Background: an optimization exercise with open tools, aiming at a short achievable clock period and few clock cycles. Do not read the settings as production practice. Function was checked by simulation only, so behaviour that the tests miss may differ from the original. Power figures rest on the tool's default switching activity, not on a simulated workload.

**flow/design.v**
```verilog
`default_nettype none
package ahb_pkg;
	localparam int W_ADDR       = 32;
	localparam int W_DATA       = 32;
	localparam int W_STRB       = W_DATA / 8;    
	localparam int BUS_SIZE_LOG = 2;             
	localparam logic [1:0] HTRANS_IDLE = 2'b00;
	localparam logic [1:0] HTRANS_NSEQ = 2'b10;
	localparam logic [2:0] HSIZE_WORD  = 3'b010;
	typedef logic [W_ADDR-1:0] addr_t;
	typedef logic [W_DATA-1:0] data_t;
	typedef logic [W_STRB-1:0] strb_t;
	function automatic strb_t size_mask(input logic [2:0] size,
		input logic [BUS_SIZE_LOG-1:0] lo);
		strb_t base;
		base = (size >= HSIZE_WORD) ? {W_STRB{1'b1}} : ((1 << (1 << size)) - 1);
		size_mask = base << lo;
	endfunction
endpackage
`default_nettype wire
`default_nettype none
package cache_pkg;
	localparam int DEPTH     = 64;       
	localparam int W_INDEX   = 6;        
	localparam int INDEX_LSB = 2;        
	localparam int TAG_LSB   = INDEX_LSB + W_INDEX;
	localparam int W_TAG     = 32 - TAG_LSB;
	typedef logic [W_TAG-1:0]   tag_t;
	typedef logic [W_INDEX-1:0] index_t;
	typedef enum logic [3:0] {
		IDLE,              
		READ_CHECK,        
		READ_CLEAN,        
		READ_FILL,         
		READ_DONE,         
		WRITE_CHECK,       
		WRITE_CLEAN,
		WRITE_FILL,
		WRITE_MODIFY,      
		WRITE_DONE,        
		WRITE2READ_STALL   
	} cache_state_t;
endpackage
`default_nettype wire
`timescale 1ns/100ps
`default_nettype none
module ahb_wb_cache
(
	input  logic          clk,
	input  logic          rst_n,
	input  logic          src_hready,
	input  logic [1:0]    src_htrans,
	input  logic          src_hwrite,
	input  ahb_pkg::addr_t         src_haddr,
	input  logic [2:0]    src_hsize,
	input  ahb_pkg::data_t         src_hwdata,
	output logic          src_hready_resp,
	output ahb_pkg::data_t         src_hrdata,
	output ahb_pkg::addr_t         dst_haddr,
	output logic [1:0]    dst_htrans,
	output logic          dst_hwrite,
	output ahb_pkg::data_t         dst_hwdata,
	input  logic          dst_hready,
	input  ahb_pkg::data_t         dst_hrdata
);
	localparam logic [1:0] ST_WAIT = 2'd0;    
	localparam logic [1:0] ST_DONE = 2'd1;    
	localparam logic [1:0] ST_FILL = 2'd2;    
	localparam logic [1:0] K_RH = 2'd0;       
	localparam logic [1:0] K_WH = 2'd1;       
	localparam logic [1:0] K_WM = 2'd2;       
	localparam logic [1:0] K_RM = 2'd3;       
	logic [23:0] tag_mem  [0:63];
	logic [31:0] data_mem [0:63];
	logic [63:0] valid_bits;
	logic [63:0] dirty_bits;
	logic        hready_q;
	logic [31:0] hrdata_q;
	logic        dp_v;
	logic [1:0]  st;
	logic [1:0]  kind;
	logic [31:0] q_addr;
	logic        q_wr;
	logic [3:0]  q_mask;
	logic [5:0]  q_idx;
	logic [23:0] q_tag;
	assign q_idx = q_addr[7:2];
	assign q_tag = q_addr[31:8];
	logic        l_hit;
	logic        l_vd;         
	logic [23:0] l_tag;
	logic [31:0] l_data;
	logic [1:0]  pend_v;
	logic [5:0]  pend_idx  [0:1];
	logic [23:0] pend_tag  [0:1];
	logic [3:0]  pend_mask [0:1];
	logic [31:0] pend_data [0:1];
	logic        a_v;
	logic        a_wr;
	logic        a_wm;
	logic [29:0] a_addr;
	logic [31:0] a_data;
	logic [1:0]  nq;
	logic        e_wr   [0:2];
	logic        e_wm   [0:2];
	logic [29:0] e_addr [0:2];
	logic [31:0] e_data [0:2];
	logic        dph_v;
	logic        dph_wr;
	logic        dph_wm;
	logic [5:0]  dph_idx;
	logic [31:0] hwdata_q;
	assign src_hready_resp = hready_q;
	assign src_hrdata      = hrdata_q;
	assign dst_htrans      = a_v ? ahb_pkg::HTRANS_NSEQ : ahb_pkg::HTRANS_IDLE;
	assign dst_haddr       = {a_addr, 2'b00};
	assign dst_hwrite      = a_wr;
	assign dst_hwdata      = hwdata_q;
	logic        fill_now, merge_now, rmfill_now;
	logic [1:0]  msel;        
	logic [1:0]  pbusy;       
	logic [23:0] m_tag;
	logic [3:0]  m_mask;
	logic [31:0] m_data;
	logic [31:0] merged;
	assign fill_now   = dph_v && !dph_wr && dst_hready;
	assign merge_now  = fill_now && dph_wm;
	assign rmfill_now = fill_now && !dph_wm;
	assign msel[0] = pend_v[0] && pend_idx[0] == dph_idx;
	assign msel[1] = pend_v[1] && pend_idx[1] == dph_idx;
	assign pbusy   = pend_v & ~({2{merge_now}} & msel);
	assign m_tag   = msel[1] ? pend_tag[1]  : pend_tag[0];
	assign m_mask  = msel[1] ? pend_mask[1] : pend_mask[0];
	assign m_data  = msel[1] ? pend_data[1] : pend_data[0];
	always_comb begin
		for (int b = 0; b < 4; b++)
			merged[b*8 +: 8] = m_mask[b] ? m_data[b*8 +: 8] : dst_hrdata[b*8 +: 8];
	end
	logic        acc;
	logic [5:0]  s_idx;
	logic [23:0] s_tag;
	logic [3:0]  s_mask;
	assign acc    = src_hready && src_htrans == ahb_pkg::HTRANS_NSEQ;
	assign s_idx  = src_haddr[7:2];
	assign s_tag  = src_haddr[31:8];
	assign s_mask = ahb_pkg::size_mask(src_hsize, src_haddr[1:0]);
	logic p_done, p_wm, p_dirty, p_same;
	assign p_done  = dp_v && st == ST_DONE;
	assign p_wm    = p_done && kind == K_WM;
	assign p_dirty = q_wr || (kind == K_RH && l_vd);
	assign p_same  = dp_v && s_idx == q_idx;
	logic [63:0] tag_match;
	logic        arr_hit, arr_vd;
	logic [23:0] arr_tag;
	logic [31:0] arr_data;
	always_comb begin
		for (int i = 0; i < 64; i++)
			tag_match[i] = tag_mem[i] == s_tag;
	end
	assign arr_hit  = valid_bits[s_idx] && tag_match[s_idx];
	assign arr_vd   = valid_bits[s_idx] && dirty_bits[s_idx];
	assign arr_tag  = tag_mem[s_idx];
	assign arr_data = data_mem[s_idx];
	logic        va_hit, va_vd, va_blk, va_pbusy;
	logic [23:0] va_tag;
	logic [31:0] va_data;
	logic [31:0] pw_data;
	always_comb begin
		for (int b = 0; b < 4; b++)
			pw_data[b*8 +: 8] = (q_wr && q_mask[b]) ? src_hwdata[b*8 +: 8] : arr_data[b*8 +: 8];
		if (p_same) begin
			va_hit  = s_tag == q_tag;
			va_vd   = p_dirty;
			va_tag  = q_tag;
			va_data = pw_data;
		end else if (merge_now && dph_idx == s_idx) begin
			va_hit  = s_tag == m_tag;
			va_vd   = 1'b1;
			va_tag  = m_tag;
			va_data = merged;
		end else begin
			va_hit  = arr_hit;
			va_vd   = arr_vd;
			va_tag  = arr_tag;
			va_data = arr_data;
		end
	end
	assign va_blk   = (p_same && p_wm) ||
	                  (pbusy[0] && pend_idx[0] == s_idx) || (pbusy[1] && pend_idx[1] == s_idx);
	assign va_pbusy = (pbusy[0] && pbusy[1]) || (p_wm && (pbusy[0] || pbusy[1]));
	logic        vw_hit, vw_vd, vw_blk, vw_pbusy, vw_merge;
	logic [23:0] vw_tag;
	logic [31:0] vw_data;
	assign vw_merge = merge_now && dph_idx == q_idx;
	assign vw_hit   = vw_merge ? q_tag == m_tag : l_hit;
	assign vw_vd    = vw_merge || l_vd;
	assign vw_tag   = vw_merge ? m_tag  : l_tag;
	assign vw_data  = vw_merge ? merged : l_data;
	assign vw_blk   = (pbusy[0] && pend_idx[0] == q_idx) || (pbusy[1] && pend_idx[1] == q_idx);
	assign vw_pbusy = pbusy[0] && pbusy[1];
	logic        x_dec;
	logic        x_hit, x_vd, x_blk, x_pbusy, x_wr;
	logic [23:0] x_tag, x_vtag;
	logic [5:0]  x_idx;
	logic [31:0] x_data;
	logic        room, x_go;
	logic [1:0]  x_kind;
	assign x_dec   = acc || (dp_v && st == ST_WAIT);
	assign x_hit   = acc ? va_hit   : vw_hit;
	assign x_vd    = acc ? va_vd    : vw_vd;
	assign x_blk   = acc ? va_blk   : vw_blk;
	assign x_pbusy = acc ? va_pbusy : vw_pbusy;
	assign x_vtag  = acc ? va_tag   : vw_tag;
	assign x_data  = acc ? va_data  : vw_data;
	assign x_wr    = acc ? src_hwrite : q_wr;
	assign x_tag   = acc ? s_tag    : q_tag;
	assign x_idx   = acc ? s_idx    : q_idx;
	assign room   = ({1'b0, a_v} + nq) <= 2'd2;
	assign x_go   = x_dec && !x_blk && (x_hit || (room && !(x_wr && x_pbusy)));
	assign x_kind = {!x_hit, x_hit ? x_wr : !x_wr};
	logic        new_v;
	logic [1:0]  new_k;
	logic        n0_wr;
	logic [29:0] n0_addr, n1_addr;
	assign new_v   = x_go && !x_hit;
	assign new_k   = new_v ? (x_vd ? 2'd2 : 2'd1) : 2'd0;
	assign n0_wr   = x_vd;
	assign n0_addr = x_vd ? {x_vtag, x_idx} : {x_tag, x_idx};
	assign n1_addr = {x_tag, x_idx};
	always_ff @(posedge clk or negedge rst_n) begin
		if (!rst_n) begin
			hready_q <= 1'b1;
			dp_v     <= 1'b0;
			st       <= ST_WAIT;
			kind     <= K_RH;
		end else if (acc) begin
			dp_v     <= 1'b1;
			hready_q <= x_go && x_kind != K_RM;
			st       <= !x_go ? ST_WAIT : (x_kind == K_RM) ? ST_FILL : ST_DONE;
			kind     <= x_kind;
		end else if (dp_v) begin
			case (st)
			ST_WAIT: begin
				hready_q <= x_go && x_kind != K_RM;
				if (x_go) begin
					st   <= (x_kind == K_RM) ? ST_FILL : ST_DONE;
					kind <= x_kind;
				end
			end
			ST_FILL: begin
				if (rmfill_now) begin
					hready_q <= 1'b1;
					st       <= ST_DONE;
				end
			end
			default: begin
				dp_v     <= 1'b0;
				hready_q <= 1'b1;
			end
			endcase
		end else begin
			hready_q <= 1'b1;
		end
	end
	always_ff @(posedge clk) begin
		if (acc) begin
			q_addr <= src_haddr;
			q_wr   <= src_hwrite;
			q_mask <= s_mask;
		end
		if (x_dec)
			hrdata_q <= x_data;
		else if (rmfill_now)
			hrdata_q <= dst_hrdata;
		if (acc || vw_merge) begin
			l_hit  <= x_hit;
			l_vd   <= x_vd;
			l_tag  <= x_vtag;
			l_data <= x_data;
		end
	end
	logic wm_done, wh_done;
	assign wm_done = p_done && kind == K_WM;
	assign wh_done = p_done && kind == K_WH;
	logic wm_slot;
	assign wm_slot = pend_v[0];
	always_ff @(posedge clk or negedge rst_n) begin
		if (!rst_n)
			pend_v <= 2'b00;
		else begin
			for (int k = 0; k < 2; k++) begin
				if (wm_done && wm_slot == k)
					pend_v[k] <= 1'b1;
				else if (merge_now && msel[k])
					pend_v[k] <= 1'b0;
			end
		end
	end
	always_ff @(posedge clk) begin
		for (int k = 0; k < 2; k++) begin
			if (wm_done && wm_slot == k) begin
				pend_idx[k]  <= q_idx;
				pend_tag[k]  <= q_tag;
				pend_mask[k] <= q_mask;
				pend_data[k] <= src_hwdata;
			end
		end
	end
	logic        keep_a;
	logic [2:0]  n_keep;
	logic [1:0]  nk_0, nk_p1, nk_m1;
	logic        l_wr_   [0:5];
	logic        l_wm_   [0:5];
	logic [29:0] l_addr_ [0:5];
	logic [31:0] l_data_ [0:5];
	assign keep_a = a_v && !dst_hready;
	assign n_keep = {2'b00, keep_a} + {1'b0, nq};
	assign nk_0   = n_keep[1:0];
	assign nk_p1  = n_keep[1:0] + 2'd1;
	assign nk_m1  = (n_keep != 3'd0) ? n_keep[1:0] - 2'd1 : 2'd0;
	always_comb begin
		for (int j = 0; j < 6; j++) begin
			if (keep_a && j == 0) begin
				l_wr_[j]   = a_wr;
				l_wm_[j]   = a_wm;
				l_addr_[j] = a_addr;
				l_data_[j] = a_data;
			end else if (j < n_keep) begin
				l_wr_[j]   = e_wr[j - keep_a];
				l_wm_[j]   = e_wm[j - keep_a];
				l_addr_[j] = e_addr[j - keep_a];
				l_data_[j] = e_data[j - keep_a];
			end else if (j == n_keep) begin
				l_wr_[j]   = n0_wr;
				l_wm_[j]   = x_wr;
				l_addr_[j] = n0_addr;
				l_data_[j] = x_data;
			end else begin
				l_wr_[j]   = 1'b0;
				l_wm_[j]   = x_wr;
				l_addr_[j] = n1_addr;
				l_data_[j] = x_data;
			end
		end
	end
	always_ff @(posedge clk or negedge rst_n) begin
		if (!rst_n) begin
			a_v <= 1'b0;
			nq  <= 2'd0;
		end else begin
			a_v <= new_v || n_keep != 3'd0;
			if (new_v)
				nq <= x_vd ? nk_p1 : nk_0;
			else
				nq <= nk_m1;
		end
	end
	always_ff @(posedge clk) begin
		a_wr   <= l_wr_[0];
		a_wm   <= l_wm_[0];
		a_addr <= l_addr_[0];
		a_data <= l_data_[0];
		for (int i = 0; i < 3; i++) begin
			e_wr[i]   <= l_wr_[i+1];
			e_wm[i]   <= l_wm_[i+1];
			e_addr[i] <= l_addr_[i+1];
			e_data[i] <= l_data_[i+1];
		end
	end
	always_ff @(posedge clk or negedge rst_n) begin
		if (!rst_n) begin
			dph_v  <= 1'b0;
			dph_wr <= 1'b0;
			dph_wm <= 1'b0;
			dph_idx <= 6'd0;
		end else if (dst_hready) begin
			dph_v  <= a_v;
			dph_wr <= a_wr;
			dph_wm <= a_wm;
			dph_idx <= a_addr[5:0];
		end
	end
	always_ff @(posedge clk) begin
		if (a_v && dst_hready)
			hwdata_q <= a_data;
	end
	always_ff @(posedge clk or negedge rst_n) begin
		if (!rst_n) begin
			valid_bits <= '0;
			dirty_bits <= '0;
		end else begin
			if (dp_v && st == ST_FILL) begin
				valid_bits[q_idx] <= 1'b1;
				dirty_bits[q_idx] <= 1'b0;
			end else if (wm_done) begin
				valid_bits[q_idx] <= 1'b1;
				dirty_bits[q_idx] <= 1'b1;
			end else if (wh_done) begin
				dirty_bits[q_idx] <= 1'b1;
			end
		end
	end
	always_ff @(posedge clk) begin
		if ((dp_v && st == ST_FILL) || wm_done)
			tag_mem[q_idx] <= q_tag;
	end
	always_ff @(posedge clk) begin
		for (int i = 0; i < 64; i++) begin
			for (int b = 0; b < 4; b++) begin
				if ((wm_done || wh_done) && q_idx == i && q_mask[b])
					data_mem[i][b*8 +: 8] <= src_hwdata[b*8 +: 8];
				else if ((merge_now && dph_idx == i && !m_mask[b]) ||
				         (rmfill_now && dp_v && st == ST_FILL && q_idx == i))
					data_mem[i][b*8 +: 8] <= dst_hrdata[b*8 +: 8];
			end
		end
	end
endmodule
`default_nettype wire
```
**flow/run.sh**
```bash
#!/bin/bash
# synth_recipe.tcl (not shown) runs the flow's synth.tcl, then flattens the netlist and writes it again
# the make line also repeats each setting of config.mk as NAME=value (left out here)
make -C /OpenROAD-flow-scripts/flow DESIGN_CONFIG=/design/flow/config.mk WORK_HOME=/design/flow/orfs CLKGATE_MAP_FILE= SYNTH_SCRIPT=/design/flow/synth_recipe.tcl finish
```
**flow/constraint.sdc**
```tcl
create_clock -name core_clock -period 10.0 [get_ports {clk}]
set_input_delay 2.0000 -clock core_clock [delete_from_list [all_inputs] [get_ports {clk}]]
set_output_delay 2.0000 -clock core_clock [all_outputs]
set_load 0.01 [all_outputs]
```
**flow/config.mk**
```make
export PLATFORM = sky130hd
export DESIGN_NAME = ahb_wb_cache
export DESIGN_NICKNAME = ahb_wb_cache
export VERILOG_FILES = /design/flow/design.v
export SDC_FILE = /design/flow/constraint.sdc
export NUM_CORES = 4
export LEC_CHECK = 0
export ABC_CLOCK_PERIOD_IN_PS = 3000
export CAP_MARGIN = 20
export CELL_PAD_IN_SITES_DETAIL_PLACEMENT = 1
export CELL_PAD_IN_SITES_GLOBAL_PLACEMENT = 2
export CORE_MARGIN = 2
export CORE_UTILIZATION = 30
export PLACE_DENSITY = 0.38
export SETUP_SLACK_MARGIN = 5
export SLEW_MARGIN = 20
```
==> notes.md <==
## state kept, by name (all words and copies together) (netlist names), 48 cells and up, named ones only
| register | flops |
|---|---|
| e_addr | 90 |
| e_data | 96 |
| valid_bits | 64 |
| pend_tag | 48 |
| tag_mem | 1536 |
| data_mem | 2048 |
| pend_data | 64 |
## Yosys cell counts (6+ instances only)
cell | instances | area [µm²]
edfxtp_1 | 4128 | 124000
mux2_2 | 2250 | 25300
xnor2_1 | 1034 | 9060
a22oi_1 | 993 | 7450
clkbuf_1 | 985 | 3700
nand2_1 | 853 | 3200
xor2_1 | 617 | 5400
nor2_1 | 598 | 2240
mux4_2 | 543 | 12200
nand4_1 | 450 | 2820
a21oi_1 | 395 | 1980
o21ai_0 | 374 | 1870
nor4_1 | 243 | 1520
dfrtp_1 | 147 | 3680
nand3_1 | 147 | 736
buf_2 | 143 | 716
buf_1 | 129 | 484
nor3_1 | 122 | 611
a31oi_1 | 115 | 719
o211ai_1 | 94 | 706
mux2i_1 | 66 | 661
a21o_1 | 58 | 435
and2_1 | 45 | 282
and3_1 | 38 | 238
buf_4 | 35 | 263
a211oi_1 | 28 | 210
inv_2 | 20 | 75.1
o21a_1 | 20 | 150
nand2b_1 | 19 | 119
inv_1 | 18 | 67.6
a211oi_2 | 17 | 213
a2bb2oi_2 | 17 | 255
nor2b_1 | 15 | 93.8
or3_1 | 15 | 93.8
a31o_2 | 13 | 114
o21ai_1 | 13 | 65.1
ha_1 | 12 | 150
buf_6 | 6 | 67.6
or2_2 | 6 | 37.5
## what timing repair did
item / CTS / global route
cloned: 46 / 16
gates resized for setup: 540 / 179
pin swaps: 88 / 74
setup buffers: 113 / 129
setup endpoints to repair: 1442 / 602
## cells by family (layout without fill, tap and decap cells)
family / Yosys count / in the layout / synth area share [%]
xor+xnor: 1651 / 1651 / 6.80
flops: 4277 / 4277 / 60.0
simple gates: 2571 / 2574 / 5.72
mux: 2859 / 2860 / 18.0
buf+inv: 1337 / 2392 / 2.53
other cells: 1 / 134 / 0.00176
compound gates: 2181 / 2181 / 6.84
fa+ha+maj: 14 / 14 / 0.0847
## worst paths after layout
check / cells past startpoint / to / slack [ps]
worst max-delay path: 17 / e_data[2][1] / 4700
worst min-delay path: 0 / hwdata_q[18] / 450
worst max register to register: 10 / data_mem[13][28] / 5060
worst min register to register: 0 / hwdata_q[18] / 450
max in group asynchronous: 2 / asynchronous set/reset pin / 7630
min in group asynchronous: 1 / valid_bits[41] / 930
## layer usage
metal	share of wire (%)	vias to the layer above	GRT usage, %
li1	-	59200	-
met1	39	85600	45.4
met4	7.1	24	21.6
met5	0.012	-	0
met3	6.6	2253	5.46
met2	47	8384	58.6
## power by group
| part | internal [µW] | switching, µW | total [µW] |
|---|---|---|---|
| clock | 11500 | 8610 | 20100 |
| combinational | 2200 | 4540 | 6740 |
| sequential | 20500 | 684 | 21200 |
## through the flow
step                      std cells  power [µW]  util [%]  hold slack, ps
after floorplan               14900       24300         -             400
after CTS                     25100       48100      35.7             437
after global placement        23900       27700      32.4             417
after detailed placement      24000       27800      32.5             414
after global routing          25400       49100      36.1             453
final                         25400       48000      36.1             445
## cell type report
| cell class | instances | area (µm²) |
|---|---|---|
| repair buffers | 1354 | 14400 |
| inverters | 38 | 154 |
| multi-input cells | 9283 | 83600 |
| clock buffers | 743 | 15300 |
| well taps | 9330 | 11700 |
| fillers | 71400 | 452000 |
| flip-flops and latches | 4277 | 128000 |
| diodes | 131 | 328 |
| clock inverters | 257 | 2080 |
==> impl_metrics.py <==
metrics = {
    "run_status": {
        "status": "complete, no violations",
    },
    "logic_synthesis": {
        "avgSynthCellArea_um2": 14.3,
        "synthFlopType": "edfxtp_1",
        "yosysSeqAreaShare_pct": 60.0,
        "synth_warnings": 14,
        "synth_cell_types": 68,
        "ys_seq_elements": 4277,
        "synthArstFlopShare_pct": 3.46,
        "syn_inst": 14900,
        "synth_edf_count": 4128,
        "syn_area_um2": 213000,
    },
    "routing": {
        "drcViolationCount": 0,
        "detail_route.wirelength_um": 1340000,
        "dr.pass1.iters": 6,
        "dr.first_iter.drc_count": 20700,
        "drtAntennaViolNets": 0,
        "post_drt_wl_per_cell_um": 52.8,
        "vias": 155000,
        "vias_per_cell": 6.12,
    },
    "flow_run": {
        "drv_cap": 0,
    },
    "finish": {
        "final_common_cell": "edfxtp_1",
        "final_area_um2": 255000,
        "area_growth_pct": 20.0,
        "nNetsFinal": 15600,
        "final_cell_mix": "edfxtp_1 (4128), mux2_2 (2240), xnor2_1 (1031), buf_4 (940), a22oi_1 (911)",
        "layout-drive-gt1-share_pct": 34.5,
    },
    "placed_design": {
        "portBuffers": 202,
        "gp_congestion": 0.907,
        "dp_hpwl_um": 880000,
        "postPlaceCellArea_um2": 230000,
        "pre_cts_ws_ps": 1860,
    },
    "cts": {
        "cts_sinks": 4277,
        "cts_made_buffers": 561,
        "htreeDepth": 6,
        "cts_tree": "done",
        "clk_pin_slew_worst_paths_ps": 60,
        "cts_buffer_depth": 4,
        "ctsHoldBuffers": 0,
        "cts_root_buffer": "clkbuf_16",
        "clock_latency_ps": 1170,
    },
    "setup_path": {
        "crit_type": "input port to flop",
        "worst_path_max_delay_cell": "nand4_1",
        "path_cells": "buf_16 > buf_16 > nand2b_4 > buf_12 > buf_6 > nor3_4 > clkbuf_16 > buf_16 > a22oi_2 > nand4_1 > nor3_2 > nand4_1 > o21ai_2 > nor2_2 > a211oi_2 > a31oi_4 > mux2_2",
        "path_delay_family": "simple AND/OR/NAND/NOR gates",
        "critical_path_buf_inv_count": 6,
        "required_ps": 10880,
        "startpoint": "src_haddr[4]",
        "max_stage_delay_ps": 580,
        "reg2reg_from": "q_addr[3]",
        "cp_max_fo": 15,
        "arrival_ps": 6190,
        "critPathMostFrequentCell": "buf_16",
        "worst_setup_path_end_kind": "flop",
        "critPathLaunchType": "input port",
    },
    "sta": {
        "setup_violations": 0,
        "worst_pin_slew_ps": 1320,
        "finalWorstSetupSlack_ps": 4700,
        "rsz0062_at_grt": "true",
        "layout_min_cycle_time_ps": 5300,
        "hold_viol_final": 0,
        "fin_crit_sh_pct": 53.0,
        "max_slew_margin_pct": 11.9,
        "max_freq_mhz": 189,
        "drv_slew": 0,
        "setup-tns-final_ps": 0,
        "finClkSkew_ps": 61.1,
    },
    "global_route": {
        "grt_max_degree": 84,
        "grt_pass1_vias": 154000,
        "grt_pass1_wl_um": 1700000,
        "grt-ovfl-total": 0,
        "antenna_found_initial": 166,
        "grt_use_total_pct": 36.0,
    },
    "floorplanning": {
        "core_area_um2": 707000,
        "dieWidth_um": 846,
        "io_pins": 206,
        "die_h_um": 846,
        "die-area_um2": 716000,
        "rows": 309,
        "start_util_pct": 30.1,
    },
    "pwr": {
        "power_density_nw_per_um2": 188,
        "peakVddDrop_uv": 193,
        "leakage_uw": 0.0825,
    },
    "worst_hold_path": {
        "min_path_type": "flop to flop",
        "hold_path_startpoint": "a_data[18]",
    },
}
Testbench counts, summed over its fixed seeds: cycles 53,455.

## re-timing with driven ports
In the flow no input, the clock included, has a driving cell. The finished layout below was timed again as built, in two steps. Step 1 (the two cells are an assumption about what drives the block):
set clk [get_ports {clk}]
set_driving_cell -lib_cell sky130_fd_sc_hd__clkbuf_16 $clk
set_driving_cell -lib_cell sky130_fd_sc_hd__buf_2 [delete_from_list [all_inputs] $clk]
Step 2 times the ports against the registers' clock, not the clock port: input delays grow and output delays shrink by t, the midpoint of the rising clock arrivals with the driver on. Three values: ideal, step 1, step 2; two values: the first two.
shift t [ns]: 1.296
setup WS [ns]: 4.696 / 4.357 / 3.061
hold WS [ns]: 0.445 / 0.445 / 0.445
clock arrival spread, ns: 0.064 / 0.063
slew at the worst register clock pin (ns): 0.07 / 0.07
After both steps setup and hold are still met in this run. For this run, drivers alone change the setup slack by -0.339 ns; drivers and shift together by -1.635 ns.
